This design comes from an exercise in tuning for small area and a short achievable clock period on the open sky130 flow, not from production work.
In this exercise RTL edits were held to simulation tests only and were not proved equivalent to the original.
Power is estimated from default activity; no workload was simulated.

== build 9 ==
==> flow/design.v <==
package xpmwrap_pkg;
  typedef enum logic {
    CLEAR = 1'b0,
    READY = 1'b1
  } state_e;
  function automatic integer nb_calc(input integer data_width, input integer byte_width);
    nb_calc = data_width / byte_width;
  endfunction
  function automatic logic params_ok(input integer read_latency, input integer data_width,
                                     input integer byte_width);
    params_ok = (read_latency >= 1) && (read_latency <= 3) && (byte_width > 0) &&
                ((data_width % byte_width) == 0);
  endfunction
endpackage
module xpmwrap_aoi222 (
  input  logic a0, b0, a1, b1, a2, b2,
  output logic y
);
  assign y = ~((a0 & b0) | (a1 & b1) | (a2 & b2));
endmodule
module xpmwrap_nand2 (
  input  logic a, b,
  output logic y
);
  assign y = ~(a & b);
endmodule
module xpmwrap_nand4 (
  input  logic a, b, c, d,
  output logic y
);
  assign y = ~(a & b & c & d);
endmodule
module xpmwrap_nor3 (
  input  logic a, b, c,
  output logic y
);
  assign y = ~(a | b | c);
endmodule
module xpmwrap_ao32 (
  input  logic a0, a1, a2, b0, b1,
  output logic y
);
  assign y = (a0 & a1 & a2) | (b0 & b1);
endmodule
module xpmwrap_and2 (
  input  logic a, b,
  output logic y
);
  assign y = a & b;
endmodule
module xpmwrap_rdbit (
  input  logic [63:0] sel,
  input  logic [63:0] d,
  output logic [5:0]  y
);
  logic [21:0] t;    
  for (genvar k = 0; k < 21; k++) begin : g_t
    xpmwrap_aoi222 u_t (
      .a0(sel[3*k]),   .b0(d[3*k]),
      .a1(sel[3*k+1]), .b1(d[3*k+1]),
      .a2(sel[3*k+2]), .b2(d[3*k+2]),
      .y (t[k])
    );
  end
  xpmwrap_nand2 u_t21 (.a(sel[63]), .b(d[63]), .y(t[21]));
  for (genvar k = 0; k < 5; k++) begin : g_u
    xpmwrap_nand4 u_u (.a(t[4*k]), .b(t[4*k+1]), .c(t[4*k+2]), .d(t[4*k+3]), .y(y[k]));
  end
  xpmwrap_nand2 u_u5 (.a(t[20]), .b(t[21]), .y(y[5]));
endmodule
module xpmwrap_sdpram_be #(
  parameter int                  ADDR_WIDTH     = 6,
  parameter int                  DATA_WIDTH     = 32,
  parameter int                  BYTE_WIDTH     = 8,
  parameter int                  READ_LATENCY   = 2,
  parameter int                  CLEAR_ON_RESET = 1,
  parameter logic [DATA_WIDTH-1:0] CLEAR_VALUE  = '0
) (
  input  logic                                          clk,
  input  logic                                          rstn,
  input  logic                                          wr_en,
  input  logic [ADDR_WIDTH-1:0]                         wr_addr,
  input  logic [xpmwrap_pkg::nb_calc(DATA_WIDTH, BYTE_WIDTH)-1:0] wr_be,
  input  logic [DATA_WIDTH-1:0]                         wr_data,
  input  logic                                          rd_en,
  input  logic [ADDR_WIDTH-1:0]                         rd_addr,
  output logic [DATA_WIDTH-1:0]                         rd_data,
  output logic                                          rd_valid,
  output logic                                          busy,
  output logic                                          drop_err
);
  localparam int NB    = xpmwrap_pkg::nb_calc(DATA_WIDTH, BYTE_WIDTH);
  localparam int DEPTH = 2 ** ADDR_WIDTH;
  localparam int LOW   = ADDR_WIDTH / 2;
  localparam int NLO   = 2 ** LOW;
  localparam int NHI   = DEPTH / NLO;
  logic                  busy_q, busy_o_q;
  logic [NLO-1:0]        lo_q;
  logic [NHI-1:0]        hi_q;
  logic                  drop_q;
  logic                  vld_q, rd_valid_q;
  logic [DATA_WIDTH-1:0] rd_data_q;
  logic [6*DATA_WIDTH-1:0] dat_q;    
  logic                  sweep_last;
  assign sweep_last = lo_q[NLO-1] & hi_q[NHI-1];
  always_ff @(posedge clk) begin
    if (!rstn) begin
      lo_q <= NLO'(1);
      hi_q <= (CLEAR_ON_RESET != 0) ? NHI'(1) : '0;
    end else begin
      lo_q <= {lo_q[NLO-2:0], lo_q[NLO-1]};
      if (lo_q[NLO-1]) hi_q <= {hi_q[NHI-2:0], 1'b0};
    end
  end
  always_ff @(posedge clk) begin
    busy_q   <= ~rstn ? (CLEAR_ON_RESET != 0) : (busy_q & ~sweep_last);
    busy_o_q <= ~rstn ? (CLEAR_ON_RESET != 0) : (busy_o_q & ~sweep_last);
  end
  logic [DATA_WIDTH-1:0] wdata;
  logic [4*NB-1:0]       bok;    
  logic [NLO-1:0]        wlo;
  logic [NHI-1:0]        whi;
  assign wdata = busy_q ? CLEAR_VALUE : wr_data;
  for (genvar k = 0; k < 4 * NB; k++) begin : g_bok
    xpmwrap_and2 u_bok (.a(wr_en), .b(wr_be[k % NB]), .y(bok[k]));
  end
  for (genvar j = 0; j < NLO; j++) begin : g_wlo
    assign wlo[j] = (wr_addr[LOW-1:0] == LOW'(j));
  end
  for (genvar j = 0; j < NHI; j++) begin : g_whi
    assign whi[j] = (wr_addr[ADDR_WIDTH-1:LOW] == (ADDR_WIDTH-LOW)'(j));
  end
  logic [NLO-1:0]        rlo;
  logic [NHI-1:0]        rhi;
  for (genvar j = 0; j < NLO; j++) begin : g_rlo
    assign rlo[j] = (rd_addr[LOW-1:0] == LOW'(j));
  end
  for (genvar j = 0; j < NHI; j++) begin : g_rhi
    assign rhi[j] = (rd_addr[ADDR_WIDTH-1:LOW] == (ADDR_WIDTH-LOW)'(j));
  end
  logic [DATA_WIDTH-1:0] mem_q [DEPTH];
  logic [DEPTH-1:0]      rsel_a, rsel_b;    
  logic [DATA_WIDTH*DEPTH-1:0] mem_t;    
  for (genvar w = 0; w < DEPTH; w++) begin : g_word
    logic [NB-1:0] en;
    for (genvar b = 0; b < NB; b++) begin : g_byte
      xpmwrap_ao32 u_en (
        .a0(whi[w / NLO]), .a1(wlo[w % NLO]), .a2(bok[(w / (DEPTH / 4)) * NB + b]),
        .b0(hi_q[w / NLO]), .b1(lo_q[w % NLO]),
        .y (en[b])
      );
      always_ff @(posedge clk) begin
        if (en[b]) mem_q[w][b*BYTE_WIDTH +: BYTE_WIDTH] <= wdata[b*BYTE_WIDTH +: BYTE_WIDTH];
      end
    end
    xpmwrap_and2 u_rsel_a (.a(rhi[w / NLO]), .b(rlo[w % NLO]), .y(rsel_a[w]));
    xpmwrap_and2 u_rsel_b (.a(rhi[w / NLO]), .b(rlo[w % NLO]), .y(rsel_b[w]));
    for (genvar i = 0; i < DATA_WIDTH; i++) begin : g_t
      assign mem_t[i*DEPTH + w] = mem_q[w][i];
    end
  end
  logic [6*DATA_WIDTH-1:0] rd_p;
  logic [DATA_WIDTH-1:0]   dat_or;
  for (genvar i = 0; i < DATA_WIDTH; i++) begin : g_rd
    logic [DEPTH-1:0] sel;
    logic [5:0]       p;
    assign sel = (i < DATA_WIDTH / 2) ? rsel_a : rsel_b;
    xpmwrap_rdbit u_rd (.sel(sel), .d(mem_t[i*DEPTH +: DEPTH]), .y(p));
    assign rd_p[6*i +: 6] = p;
    assign dat_or[i]      = |dat_q[6*i +: 6];
  end
  always_ff @(posedge clk) begin
    dat_q <= rd_p;
    vld_q <= rstn & ~busy_q & rd_en;
  end
  always_ff @(posedge clk) begin
    if (!rstn) begin
      rd_valid_q <= 1'b0;
      rd_data_q  <= '0;
      drop_q     <= 1'b0;
    end else begin
      rd_valid_q <= vld_q;
      if (vld_q) rd_data_q <= dat_or;
      if (busy_q & (rd_en | wr_en)) drop_q <= 1'b1;
    end
  end
  assign rd_valid = rd_valid_q;
  assign rd_data  = rd_data_q;
  assign busy     = busy_o_q;
  assign drop_err = drop_q;
endmodule
Settings: LEC_CHECK=0, CAP_MARGIN=20, CORE_MARGIN=2, CORE_UTILIZATION=60, CTS_CLUSTER_DIAMETER=80, CTS_CLUSTER_SIZE=25, GPL_TIMING_DRIVEN=1, SETUP_SLACK_MARGIN=1.0, SLEW_MARGIN=20, SYNTH_HIERARCHICAL=1, SYNTH_MINIMUM_KEEP_SIZE=0; clock period 2.8 ns.
standard.sh (not shown) runs the stock make flow with config.mk's settings and CLKGATE_MAP_FILE= SYNTH_SCRIPT=/design/flow/synth_recipe.tcl, a recipe that flattens the netlist after the stock synthesis.
==> flow/flow/run.sh <==
#!/bin/bash
# Own flow: the standard layout, with the I/O port buffers built from a plain buffer
# cell instead of the delay-cell default. Tool output goes to standard.log here and to
# ORFS's own per-step logs under orfs/logs.
set -euo pipefail
export BUFFER_PORTS_ARGS="-buffer_cell sky130_fd_sc_hd__buf_2"
bash standard.sh > standard.log 2>&1
[inputs] build 61 vs build 9
Settings: CORE_UTILIZATION changed from 60 to 62; SETUP_SLACK_MARGIN changed from 1.0 to 1.1.
==> comparison <==
- Build 9 was routed with fewer vias than build 61.
- Looking only at met3 capacity usage during global routing, and setting everything else aside, the higher value of build 61 and build 9 goes to build 9.
- Compared with build 9, build 61 shows a power per cell area that is about 1.5% lower.
Relative to build 61, the following input files were edited for build 5:
Settings: SETUP_SLACK_MARGIN now 1.0, was 1.1; GPL_TIMING_DRIVEN now 0, was 1; CORE_UTILIZATION now 60, was 62.
Looking at the reports, build 5 completed the entire flow and the layout it produced met the timing, design-rule and antenna checks.
Diff build 61 -> build 5: worst setup slack after placement decreased 76 ps; logic gate share of total power was more or less identical; final cell area excluding filler cells now sits lower; share of the cycle needed by the critical path after routing went down.
The following lists how build 91 was set up differently from build 5:
Settings: CORE_UTILIZATION: 60 -> 55; SETUP_SLACK_MARGIN: 1.0 -> 0.95.
Findings:
Build 91 finished every step from synthesis to the final layout, and the layout passed the timing, design-rule and antenna checks.
Detailed-route vias per instance (higher): build 5
Taking build 91 as 1.0, build 5 lands at 1.09 on largest net degree at the start of global routing.
Between build 5 and build 91, half-perimeter wire length of the detailed placement result decreased.
Cmp build 91 and build 5 / count of TritonRoute iterations in the first routing pass / lower: build 91
Compared with build 5, build 91 shows a lower total via count after detailed routing.
On fraction of area in non-clock buffers, build 91 tracks build 5 almost exactly.
Changes observed in build 91 relative to build 5: clock latency on the worst-skew pair essentially unchanged; proportion of power drawn by combinational gates essentially unchanged; multi-input combinational gate total essentially unchanged.
NOTE: path length in cells of the critical path in build 91 exceeds that of build 5
Build 91 has wire length below what build 5 had.
diff inputs: build 91 => build 93
Settings: a change of CORE_UTILIZATION from 55 to 65; a change of GPL_TIMING_DRIVEN from 0 to 1; a change of SETUP_SLACK_MARGIN from 0.95 to 1.2.
==> run summary <==
Build 93 vs build 91 on number of gates resized after cts: build 93 is the higher one. Number of buffers added by the clock tree synthesis step ended up 5 lower on build 93 than on build 91. Build 93 vs. build 91: wire length reported by the detailed router lost 1.9%, sequential share of cell area shows an increase of 0.37 points, detailed-routing iteration count for the pre-antenna-repair pass up 1, number of buffers and inverters on the critical path has decreased, non-clock buffer count saw an increase. Setup slack: build 93 more than build 91. Against build 91, routed wire length on met2 in build 93 fell by a few percent. Build 93 has clock group share of total power below what build 91 had.

[separate check: timing with driven ports]
The results above use ideal ports. As a check the final layouts listed here were re-extracted and re-timed, cells and wires unchanged. Step 1 (the two cells are an assumption about what drives the block):
set clk [get_ports {clk}]
set_driving_cell -lib_cell sky130_fd_sc_hd__clkbuf_16 $clk
set_driving_cell -lib_cell sky130_fd_sc_hd__buf_2 [delete_from_list [all_inputs] $clk]
Step 2 moves the port delays by t, midway between the first and last clock arrival at a register: inputs arrive t later, outputs are due t later. That takes back most of the time a late clock gives input paths. Slacks: ideal / step 1 / step 2; pairs: ideal / step 1.
run | t (ns) | setup slack, ns | worst hold slack (ns) | slew at the worst register clock pin (ns) | worst slew at a driven data input, ns
build 9 | 0.826 | 0.960 / 0.889 / 0.132 | 0.083 / 0.029 / 0.441 | 0.10 / 0.10 | 0.11
build 61 | 0.827 | 0.925 / 0.840 / 0.247 | 0.082 / 0.019 / 0.430 | 0.10 / 0.10 | 0.06
build 5 | 0.825 | 0.945 / 0.899 / 0.095 | 0.188 / 0.135 / 0.441 | 0.10 / 0.10 | 0.11
build 91 | 0.825 | 0.834 / 0.817 / -0.007 | 0.067 / 0.157 / 0.430 | 0.11 / 0.11 | 0.21
build 93 | 0.804 | 1.000 / 0.917 / 0.263 | 0.093 / 0.038 / 0.432 | 0.10 / 0.10 | 0.10
Met with ideal ports but missed after step 2: setup timing in build 91. For build 5, which loses most, drivers alone change the setup slack by -0.046 ns; drivers and shift together by -0.850 ns.
